This design comes from an exercise in tuning for small area on the open sky130 flow, not from production work. Where RTL was checked, it was by simulation tests only, not by an equivalence proof against the original.

alpha:
==> flow/design.v (excerpt) <==
module mlp_top (
    input  logic                  clk,
    input  logic                  rst,
    input  logic                  wb_cyc,
    input  logic                  wb_stb,
    input  logic                  wb_we,
    input  logic [2-1:0] wb_adr,
    input  mlp_pkg::word_t        wb_dat_i,
    output mlp_pkg::word_t        wb_dat_o,
    output logic                  wb_ack,
    output logic                  result_valid,
    output mlp_pkg::word_t        sig_value,
    output logic                  class_out
);
Size in the first run: ~120 flip-flops, about 58 I/O pins, about 0.014 mm² of cells after synthesis.
Settings: LEC_CHECK=0, CAP_MARGIN=20, CORE_MARGIN=2, CORE_UTILIZATION=70, CTS_BUF_LIST=sky130_fd_sc_hd__clkbuf_4 sky130_fd_sc_hd__clkbuf_8, CTS_CLUSTER_DIAMETER=100, CTS_CLUSTER_SIZE=30, GPL_TIMING_DRIVEN=0, PLACE_DENSITY=0.75, SLEW_MARGIN=20; clock period 7.0 ns.
standard.sh (not shown) runs the stock make flow with config.mk's settings and CLKGATE_MAP_FILE= SYNTH_SCRIPT=/design/flow/synth_recipe.tcl, a recipe that flattens the netlist after the stock synthesis.
==> flow/flow/run.sh <==
#!/bin/bash
# The standard layout (the standard.sh, ORFS from synthesis to finish) with two changes:
#  - the port buffers that global placement adds are the smallest buffer, buf_1;
#  - clock tree synthesis adds no dummy loads and uses clkbuf_4/clkbuf_8.
# Make's full output goes to flow_make.log here; each ORFS step keeps its own log under
# orfs/logs/.
set -euo pipefail
WORK="$(cd "$(dirname "$0")/.." && pwd)"
cd "$WORK"
bash standard.sh \
    "BUFFER_PORTS_ARGS=-buffer_cell sky130_fd_sc_hd__buf_1" \
    "CTS_ARGS=-sink_clustering_enable -repair_clock_nets -sink_clustering_size 30 -sink_clustering_max_diameter 100 -buf_list {sky130_fd_sc_hd__clkbuf_4 sky130_fd_sc_hd__clkbuf_8} -dont_use_dummy_load" \
    finish > "$WORK/flow_make.log" 2>&1
The flow for alpha finished, though final verification flagged negative setup slack.
--- input diff alpha..beta ---
Settings: GPL_TIMING_DRIVEN removed (was 0).
==> flow/run.sh (new file) <==
#!/bin/bash
# synth_recipe.tcl (not shown) runs the flow's synth.tcl, then flattens the netlist and writes it again
# the make line also repeats each setting of config.mk as NAME=value (left out here)
make -C /OpenROAD-flow-scripts/flow DESIGN_CONFIG=/design/flow/config.mk WORK_HOME=/design/flow/orfs CLKGATE_MAP_FILE= SYNTH_SCRIPT=/design/flow/synth_recipe.tcl finish
removed: flow/flow/run.sh
removed: flow/standard.sh
Notes after the runs:
- Of beta and alpha, only beta finishes the flow clean.
- alpha: all stages done; final checks FAILED (negative setup slack).
Modified inputs, gamma compared to beta
Settings: changing CAP_MARGIN from 20 to 0; setting GPL_TIMING_DRIVEN to 0 for the first time; changing SLEW_MARGIN from 20 to 0.
- The share of final layout cell area taken by clock buffers and inverters of beta and that of gamma are within noise of each other.
- Delta (gamma minus beta): utilization of the core after routing moved up; total global-route track usage shows an increase of 4.0 points.
- Between beta and gamma, the maximum frequency is lower for gamma.
- Of gamma and beta, it is gamma that has the lower worst hold margin.
- Number of nets in the final layout grows by a few percent when moving from beta to gamma.
- Status | beta and gamma | clean except gamma
- Design area, beta and gamma: smaller value in beta
- gamma vs beta, share of the clock period used by the worst path after layout went up by 5.4 points.
Here is what was changed in the inputs of delta compared with gamma.
Settings: CAP_MARGIN now 20, was 0; SLEW_MARGIN now 20, was 0; GPL_TIMING_DRIVEN no longer set, was 0; CTS_BUF_LIST now sky130_fd_sc_hd__clkbuf_8, was sky130_fd_sc_hd__clkbuf_4 sky130_fd_sc_hd__clkbuf_8.
- Status | gamma and delta | clean except gamma
- STATUS run=gamma STAGES=ALL_DONE FINAL_CHECKS=FAILED CAUSE=negative setup slack
- Going from gamma to delta, the final layout net count was found to have gone down by 2.5%.
- Compared with gamma, in delta setup slack after layout increased 380 ps, worst slew margin relative to its limit decreased 17 points, total placed cells including tap cells decreased 1.2%, slew of the pin with the lowest slew margin increased 260 ps.

mlp_top, a different RTL version from the one above (not shown whole).
For scale: about 1200 cells after synthesis, about 58 I/O pins, about 12000 µm² of cells after synthesis.
export LEC_CHECK = 0
export CAP_MARGIN = 20
export CORE_MARGIN = 2
export CORE_UTILIZATION = 60
export CTS_BUF_LIST = sky130_fd_sc_hd__clkbuf_4 sky130_fd_sc_hd__clkbuf_8
export CTS_CLUSTER_DIAMETER = 100
export CTS_CLUSTER_SIZE = 30
export PLACE_DENSITY = 0.65
export SLEW_MARGIN = 20
export SYNTH_HIERARCHICAL = 1
create_clock -name core_clock -period 7.0 [get_ports {clk}]
==> flow/flow/run.sh <==
#!/bin/bash
# The standard layout (the standard.sh, ORFS from synthesis to finish) with two changes:
#  - the port buffers that global placement adds are the smallest buffer, buf_1;
#  - clock tree synthesis adds no dummy loads and uses clkbuf_4/clkbuf_8.
# Make's full output goes to flow_make.log here; each ORFS step keeps its own log under
# orfs/logs/.
set -euo pipefail
WORK="$(cd "$(dirname "$0")/.." && pwd)"
cd "$WORK"
bash standard.sh \
    "BUFFER_PORTS_ARGS=-buffer_cell sky130_fd_sc_hd__buf_1" \
    "CTS_ARGS=-sink_clustering_enable -repair_clock_nets -sink_clustering_size 30 -sink_clustering_max_diameter 100 -buf_list {sky130_fd_sc_hd__clkbuf_4 sky130_fd_sc_hd__clkbuf_8} -dont_use_dummy_load" \
    finish > "$WORK/flow_make.log" 2>&1
==> next run, changes <==
- CORE_UTILIZATION: 60 -> 85
- PLACE_DENSITY: 0.65 -> 0.9
- The changed run finished with timing, DRC and antenna clean
- count of clock-buffer cells in the layout stays the same
- utilization came out higher by 26 points
- critical path depth stays the same
==> next run, changes <==
- CORE_UTILIZATION: 85 -> 70
- PLACE_DENSITY: 0.9 -> 0.75
- via count came out lower by 10%
- sequential share of layout area stays flat
- worst setup slack is better by 0.14 ns
- cell area hardly moves
- wire length decreases by 18%
==> next run, changes <==
==> flow/run.sh (new file) <==
#!/bin/bash
# synth_recipe.tcl (not shown) runs the flow's synth.tcl, then flattens the netlist and writes it again
# the make line also repeats each setting of config.mk as NAME=value (left out here)
make -C /OpenROAD-flow-scripts/flow DESIGN_CONFIG=/design/flow/config.mk WORK_HOME=/design/flow/orfs CLKGATE_MAP_FILE= SYNTH_SCRIPT=/design/flow/synth_recipe.tcl finish
removed: flow/flow/run.sh
removed: flow/standard.sh
Outcome:
- The new run finished clean
- via count grows by 0.93%
- final area is higher by 4.1%
- non-clock buffer count grows by 1
==> next run, changes <==
==> flow/flow/run.sh (new file) <==
#!/bin/bash
# The standard layout (the standard.sh, ORFS from synthesis to finish) with two changes:
#  - the port buffers that global placement adds are the smallest buffer, buf_1;
#  - clock tree synthesis adds no dummy loads and uses its own buffer list and clustering.
# Make's full output goes to flow_make.log here; each ORFS step keeps its own log under
# orfs/logs/.
set -euo pipefail
WORK="$(cd "$(dirname "$0")/.." && pwd)"
cd "$WORK"
bash standard.sh \
    "BUFFER_PORTS_ARGS=-buffer_cell sky130_fd_sc_hd__buf_1" \
    "CTS_ARGS=-sink_clustering_enable -repair_clock_nets -sink_clustering_size 30 -sink_clustering_max_diameter 100 -sink_clustering_levels 1 -buf_list {sky130_fd_sc_hd__clkbuf_4 sky130_fd_sc_hd__clkbuf_8} -dont_use_dummy_load" \
    finish > "$WORK/flow_make.log" 2>&1
==> flow/standard.sh (new file) <==
#!/bin/bash
# synth_recipe.tcl (not shown) runs the flow's synth.tcl, then flattens the netlist and writes it again
# the make line also repeats each setting of config.mk as NAME=value (left out here)
make -C /OpenROAD-flow-scripts/flow DESIGN_CONFIG=/design/flow/config.mk WORK_HOME=/design/flow/orfs CLKGATE_MAP_FILE= SYNTH_SCRIPT=/design/flow/synth_recipe.tcl "${@:-finish}"
removed: flow/run.sh
What happened:
- The new run went through all stages and came out clean
- via count falls by about 0.9%
- first-iteration DRC count rises by about 4.6%
- global-route usage hardly moves
- register-to-register slack got worse by 0.02 ns
- design area falls by about 4%
- sequential share of layout area rises by 0.77 points
- wire length is about the same
==> next run, changes <==
--- a/flow/flow/run.sh
+++ b/flow/flow/run.sh
@@ -11,3 +11,3 @@
     "BUFFER_PORTS_ARGS=-buffer_cell sky130_fd_sc_hd__buf_1" \
-    "CTS_ARGS=-sink_clustering_enable -repair_clock_nets -sink_clustering_size 30 -sink_clustering_max_diameter 100 -sink_clustering_levels 1 -buf_list {sky130_fd_sc_hd__clkbuf_4 sky130_fd_sc_hd__clkbuf_8} -dont_use_dummy_load" \
+    "CTS_ARGS=-sink_clustering_enable -repair_clock_nets -sink_clustering_size 30 -sink_clustering_max_diameter 100 -buf_list {sky130_fd_sc_hd__clkbuf_16} -dont_use_dummy_load" \
     finish > "$WORK/flow_make.log" 2>&1
The new run completed with no timing, DRC or antenna violations. Worst setup slack loses 0.056 ns. Global-route usage increases by 0.53 points. Cell area increases by 1.5%. Hold slack gains 0.0067 ns. Wire length increases by 3.2%. Non-clock buffer count is unchanged.

## JK
The RTL this note starts from:
==> flow/design.v <==
`default_nettype none
package mlp_pkg;
    typedef logic [16-1:0] word_t;
    typedef enum logic [1:0] {
        SEG_SHR2,
        SEG_SHR3,
        SEG_SHR5,
        SEG_ONE
    } sig_seg_e;
    typedef enum logic [2-1:0] {
        REG_X1     = 2'd0,
        REG_X2_GO  = 2'd1,
        REG_STATUS = 2'd2
    } wb_reg_e;
endpackage
`default_nettype wire
`timescale 1ns/10ps
`default_nettype none
module mlp_top (
    input  logic                  clk,
    input  logic                  rst,
    input  logic                  wb_cyc,
    input  logic                  wb_stb,
    input  logic                  wb_we,
    input  logic [2-1:0] wb_adr,
    input  mlp_pkg::word_t        wb_dat_i,
    output mlp_pkg::word_t        wb_dat_o,
    output logic                  wb_ack,
    output logic                  result_valid,
    output mlp_pkg::word_t        sig_value,
    output logic                  class_out
);
    logic [15:0] x1, x2;
    logic [7:0]  cnt;
    logic [1:0]  adr_q;
    logic [3:0]  vld;
    logic        access, launch;
    assign access = wb_cyc && wb_stb && !wb_ack;
    assign launch = access && wb_we && (wb_adr == 2'd1);
    always_ff @(posedge clk)
    begin
        if (rst)
        begin
            wb_ack       <= 1'b0;
            x1           <= '0;
            x2           <= '0;
            cnt          <= '0;
            vld          <= '0;
            result_valid <= 1'b0;
        end
        else
        begin
            wb_ack       <= access;
            vld          <= {vld[2:0], launch};
            result_valid <= vld[3];
            if (access && wb_we && wb_adr == 2'd0)
                x1 <= wb_dat_i;
            if (launch)
            begin
                x2  <= wb_dat_i;
                cnt <= cnt + 1'b1;
            end
        end
    end
    always_ff @(posedge clk)
    begin
        if (access)
            adr_q <= wb_adr;
    end
    always_comb
    begin
        case (adr_q)
            2'd0:    wb_dat_o = x1;
            2'd1:    wb_dat_o = x2;
            2'd2:    wb_dat_o = {8'h00, cnt};
            default: wb_dat_o = '0;
        endcase
    end
    function automatic logic [15:0] relu(input logic [15:0] v);
        relu = v[15] ? '0 : v;
    endfunction
    function automatic logic [31:0] csa(input logic [15:0] p, input logic [15:0] q, input logic [15:0] r);
        logic [15:0] k;
        k = (p & q) | (p & r) | (q & r);
        csa = {k[14:0], 1'b0, p ^ q ^ r};
    endfunction
    function automatic logic [31:0] add2c(input logic [15:0] p, input logic [15:0] q);
        logic [15:0] g, t, h;
        g = p & q;
        t = p ^ q;
        h = t;
        for (int d = 1; d < 16; d = d * 2)
            for (int i = 2 * d - 1; i < 16; i += 2 * d)
            begin
                g[i] = g[i] | (t[i] & g[i - d]);
                t[i] = t[i] & t[i - d];
            end
        for (int d = 4; d >= 1; d = d / 2)
            for (int i = 3 * d - 1; i < 16; i += 2 * d)
            begin
                g[i] = g[i] | (t[i] & g[i - d]);
                t[i] = t[i] & t[i - d];
            end
        add2c = {h ^ {g[14:0] | t[14:0], 1'b1}, h ^ {g[14:0], 1'b0}};
    endfunction
    function automatic logic [15:0] add(input logic [15:0] p, input logic [15:0] q);
        logic [31:0] r;
        r = add2c(p, q);
        add = r[15:0];
    endfunction
    function automatic logic [15:0] add7(input logic [15:0] v);
        logic [15:0] r;
        logic        k;
        r[2:0] = v[2:0] - 3'd1;
        k = |v[2:0];
        for (int i = 3; i < 16; i++)
        begin
            r[i] = v[i] ^ k;
            k = k & v[i];
        end
        add7 = r;
    endfunction
    function automatic logic [15:0] add5(input logic [15:0] p, input logic [15:0] q, input logic [15:0] r,
                                         input logic [15:0] w, input logic [15:0] v);
        logic [31:0] s, u, x;
        s = csa(p, q, r);
        u = csa(s[15:0], s[31:16], w);
        x = csa(u[15:0], u[31:16], v);
        add5 = add(x[15:0], x[31:16]);
    endfunction
    function automatic logic [15:0] add3(input logic [15:0] p, input logic [15:0] q, input logic [15:0] r);
        logic [31:0] s;
        s = csa(p, q, r);
        add3 = add(s[15:0], s[31:16]);
    endfunction
    function automatic logic [15:0] add4(input logic [15:0] p, input logic [15:0] q, input logic [15:0] r,
                                         input logic [15:0] w);
        logic [31:0] s, u;
        s = csa(p, q, r);
        u = csa(s[15:0], s[31:16], w);
        add4 = add(u[15:0], u[31:16]);
    endfunction
    logic [31:0] sa;
    logic [15:0] fa, d;
    logic [14:0] a_q, p_q;
    logic        fb_q, fc_q;
    assign sa = add2c(x1, x2);
    assign fa = sa[31:16];
    assign d  = add(x1, ~x2);
    always_ff @(posedge clk)
    begin
        a_q  <= fa[15] ? ~fa[14:0] : '0;
        p_q  <= d[15] ? ~d[14:0] : d[14:0];
        fb_q <= ~d[15];
        fc_q <= d[15] ^ (&d[14:0]);
    end
    logic        ph;
    logic [14:0] b_q, k_q;
    logic [15:0] a, b, bx, k2, m_op, v_op;
    logic [15:0] z, um, ut, u2, u3, u4;
    logic [15:0] acc_s, acc_c, fb_s, fb_c;
    logic [31:0] l0, l1, l2, l3, l4;
    assign ph  = vld[1];
    assign b_q = fb_q ? p_q : '0;
    assign k_q = fc_q ? (fb_q ? '0 : p_q) : 15'd1;
    assign a   = {1'b0, a_q};
    assign b   = {1'b0, b_q};
    assign bx  = ph ? ~b : b;
    assign k2  = {k_q[14:0], 1'b0};
    assign m_op = ph ? {~k_q[14:0], 1'b0} : {~k_q[13:0], 2'b11};
    assign v_op = ph ? {~k_q[14:0], 1'b1} : 16'hFFFE;
    always_comb
    begin
        z  = add3(a, b, m_op);
        um = relu(z);
        ut = relu(~add7(z));
        if (ph)
            ut = ut << 1;
        u2 = relu(add4(a, a << 1, b, v_op));
        if (ph)
            u2 = u2 << 1;
        u3 = relu(add4(a, bx, k2, 16'hFFFC));
        u4 = add3(a, bx, 16'd4);
        u4 = u4[15] ? ~u4 : '0;
    end
    assign fb_s = ph ? '0 : acc_s;
    assign fb_c = ph ? '0 : acc_c;
    always_comb
    begin
        l0 = csa(fb_s, fb_c, um);
        l1 = csa(u2, u3, u4);
        l2 = csa(l0[15:0], l0[31:16], l1[15:0]);
        l3 = csa(l2[15:0], l2[31:16], l1[31:16]);
        l4 = csa(l3[15:0], l3[31:16], ut);
    end
    always_ff @(posedge clk)
    begin
        acc_s <= l4[15:0];
        acc_c <= l4[31:16];
    end
    logic [15:0] s;
    logic [9:0]  e_d, e_q;
    assign s = add(acc_s, acc_c);
    always_comb
    begin
        if (s < 16'd1024)
            e_d = {2'b00, s[9:2]};
        else if (s < 16'd2432)
            e_d = 10'((s >> 3) + 16'd128);
        else if (s < 16'd5120)
            e_d = 10'((s >> 5) + 16'd352);
        else
            e_d = 10'd512;
    end
    always_ff @(posedge clk)
    begin
        e_q <= e_d;
    end
    assign sig_value = {5'b00000, e_q[9], ~e_q[9], e_q[8:0]};
    assign class_out = |e_q;
endmodule
`default_nettype wire
clock: 7.0 ns
lec_check: 0
cap_margin: 20
core_margin: 2
core_utilization: 70
cts_buf_list: sky130_fd_sc_hd__clkbuf_4 sky130_fd_sc_hd__clkbuf_8
cts_cluster_diameter: 100
cts_cluster_size: 30
gpl_timing_driven: 0
place_density: 0.75
slew_margin: 20
==> flow/flow/run.sh <==
#!/bin/bash
# The standard layout (the standard.sh, ORFS from synthesis to finish) with two changes:
#  - the port buffers that global placement adds are the smallest buffer, buf_1;
#  - clock tree synthesis adds no dummy loads and uses clkbuf_4/clkbuf_8.
# Make's full output goes to flow_make.log here; each ORFS step keeps its own log under
# orfs/logs/.
set -euo pipefail
WORK="$(cd "$(dirname "$0")/.." && pwd)"
cd "$WORK"
bash standard.sh \
    "BUFFER_PORTS_ARGS=-buffer_cell sky130_fd_sc_hd__buf_1" \
    "CTS_ARGS=-sink_clustering_enable -repair_clock_nets -sink_clustering_size 30 -sink_clustering_max_diameter 100 -buf_list {sky130_fd_sc_hd__clkbuf_4 sky130_fd_sc_hd__clkbuf_8} -dont_use_dummy_load" \
    finish > "$WORK/flow_make.log" 2>&1
Modified inputs, MS compared to JK
==> flow/run.sh (new file) <==
#!/bin/bash
# synth_recipe.tcl (not shown) runs the flow's synth.tcl, then flattens the netlist and writes it again
# the make line also repeats each setting of config.mk as NAME=value (left out here)
make -C /OpenROAD-flow-scripts/flow DESIGN_CONFIG=/design/flow/config.mk WORK_HOME=/design/flow/orfs CLKGATE_MAP_FILE= SYNTH_SCRIPT=/design/flow/synth_recipe.tcl finish
-- flow/config.mk --
<<< JK, line 13
export CTS_CLUSTER_SIZE = 30
export GPL_TIMING_DRIVEN = 0
export PLACE_DENSITY = 0.75
>>> MS, line 13
export CTS_CLUSTER_SIZE = 30
export PLACE_DENSITY = 0.75
removed: flow/flow/run.sh
removed: flow/standard.sh
### Flow results
JK went all the way through synthesis, placement and routing and the layout is clean on timing, DRC and antenna. MS completed every stage of the flow, and the final layout passed the timing, DRC and antenna checks. From JK to MS the numbers moved as follows: share of cell area taken by flip-flops and latches -0.21 points, fmax went up 1.4%. Compared to JK, MS shows a wider setup margin. Relative to JK, final design instance area without fill increased by 150 um^2 in MS. Slack of the worst reg-to-reg path (higher): MS. Min sum of net half-perimeters after detailed placement across MS and JK: MS.
No run of this note included a check of the RTL's function; only the layout flow was run.

## what the ideal ports hide
Ports are ideal in the flow. The routed layouts listed here were re-timed in OpenROAD. Step 1 sets driving cells, clkbuf_16 on the clock port and buf_2 on the other inputs (assumed; they add their load-dependent delay and slew). Step 2 times the ports against the registers' clock, not the clock port: input delays grow and output delays shrink by t, the midpoint of the rising clock arrivals with the driver on. a / b / c = ideal / step 1 / step 2; a / b = the first two.
| run | t, ns | setup slack, ns | worst setup path after step 2 | cell pins on the clock port's net |
|---|---|---|---|---|
| alpha | 0.502 | -0.027 / -0.027 / -0.027 | register to register | 1 |
| beta | 0.506 | 0.254 / 0.254 / 0.254 | register to register | 1 |
| gamma | 0.524 | -0.127 / -0.127 / -0.127 | register to register | 1 |
| delta | 0.506 | 0.254 / 0.254 / 0.254 | register to register | 1 |
| the first run of note 2 | 0.468 | 0.312 / 0.312 / 0.312 | register to register | 1 |
| the second run of note 2 | 0.487 | 0.130 / 0.130 / 0.130 | register to register | 1 |
| the third run of note 2 | 0.480 | 0.268 / 0.268 / 0.268 | register to register | 1 |
| the fourth run of note 2 | 0.500 | 0.284 / 0.284 / 0.284 | register to register | 1 |
| the fifth run of note 2 | 0.480 | 0.268 / 0.268 / 0.268 | register to register | 1 |
| the sixth run of note 2 | 0.460 | 0.213 / 0.213 / 0.213 | register to register | 1 |
| JK | 0.496 | 0.277 / 0.277 / 0.277 | register to register | 1 |
| MS | 0.500 | 0.367 / 0.367 / 0.367 | register to register | 1 |
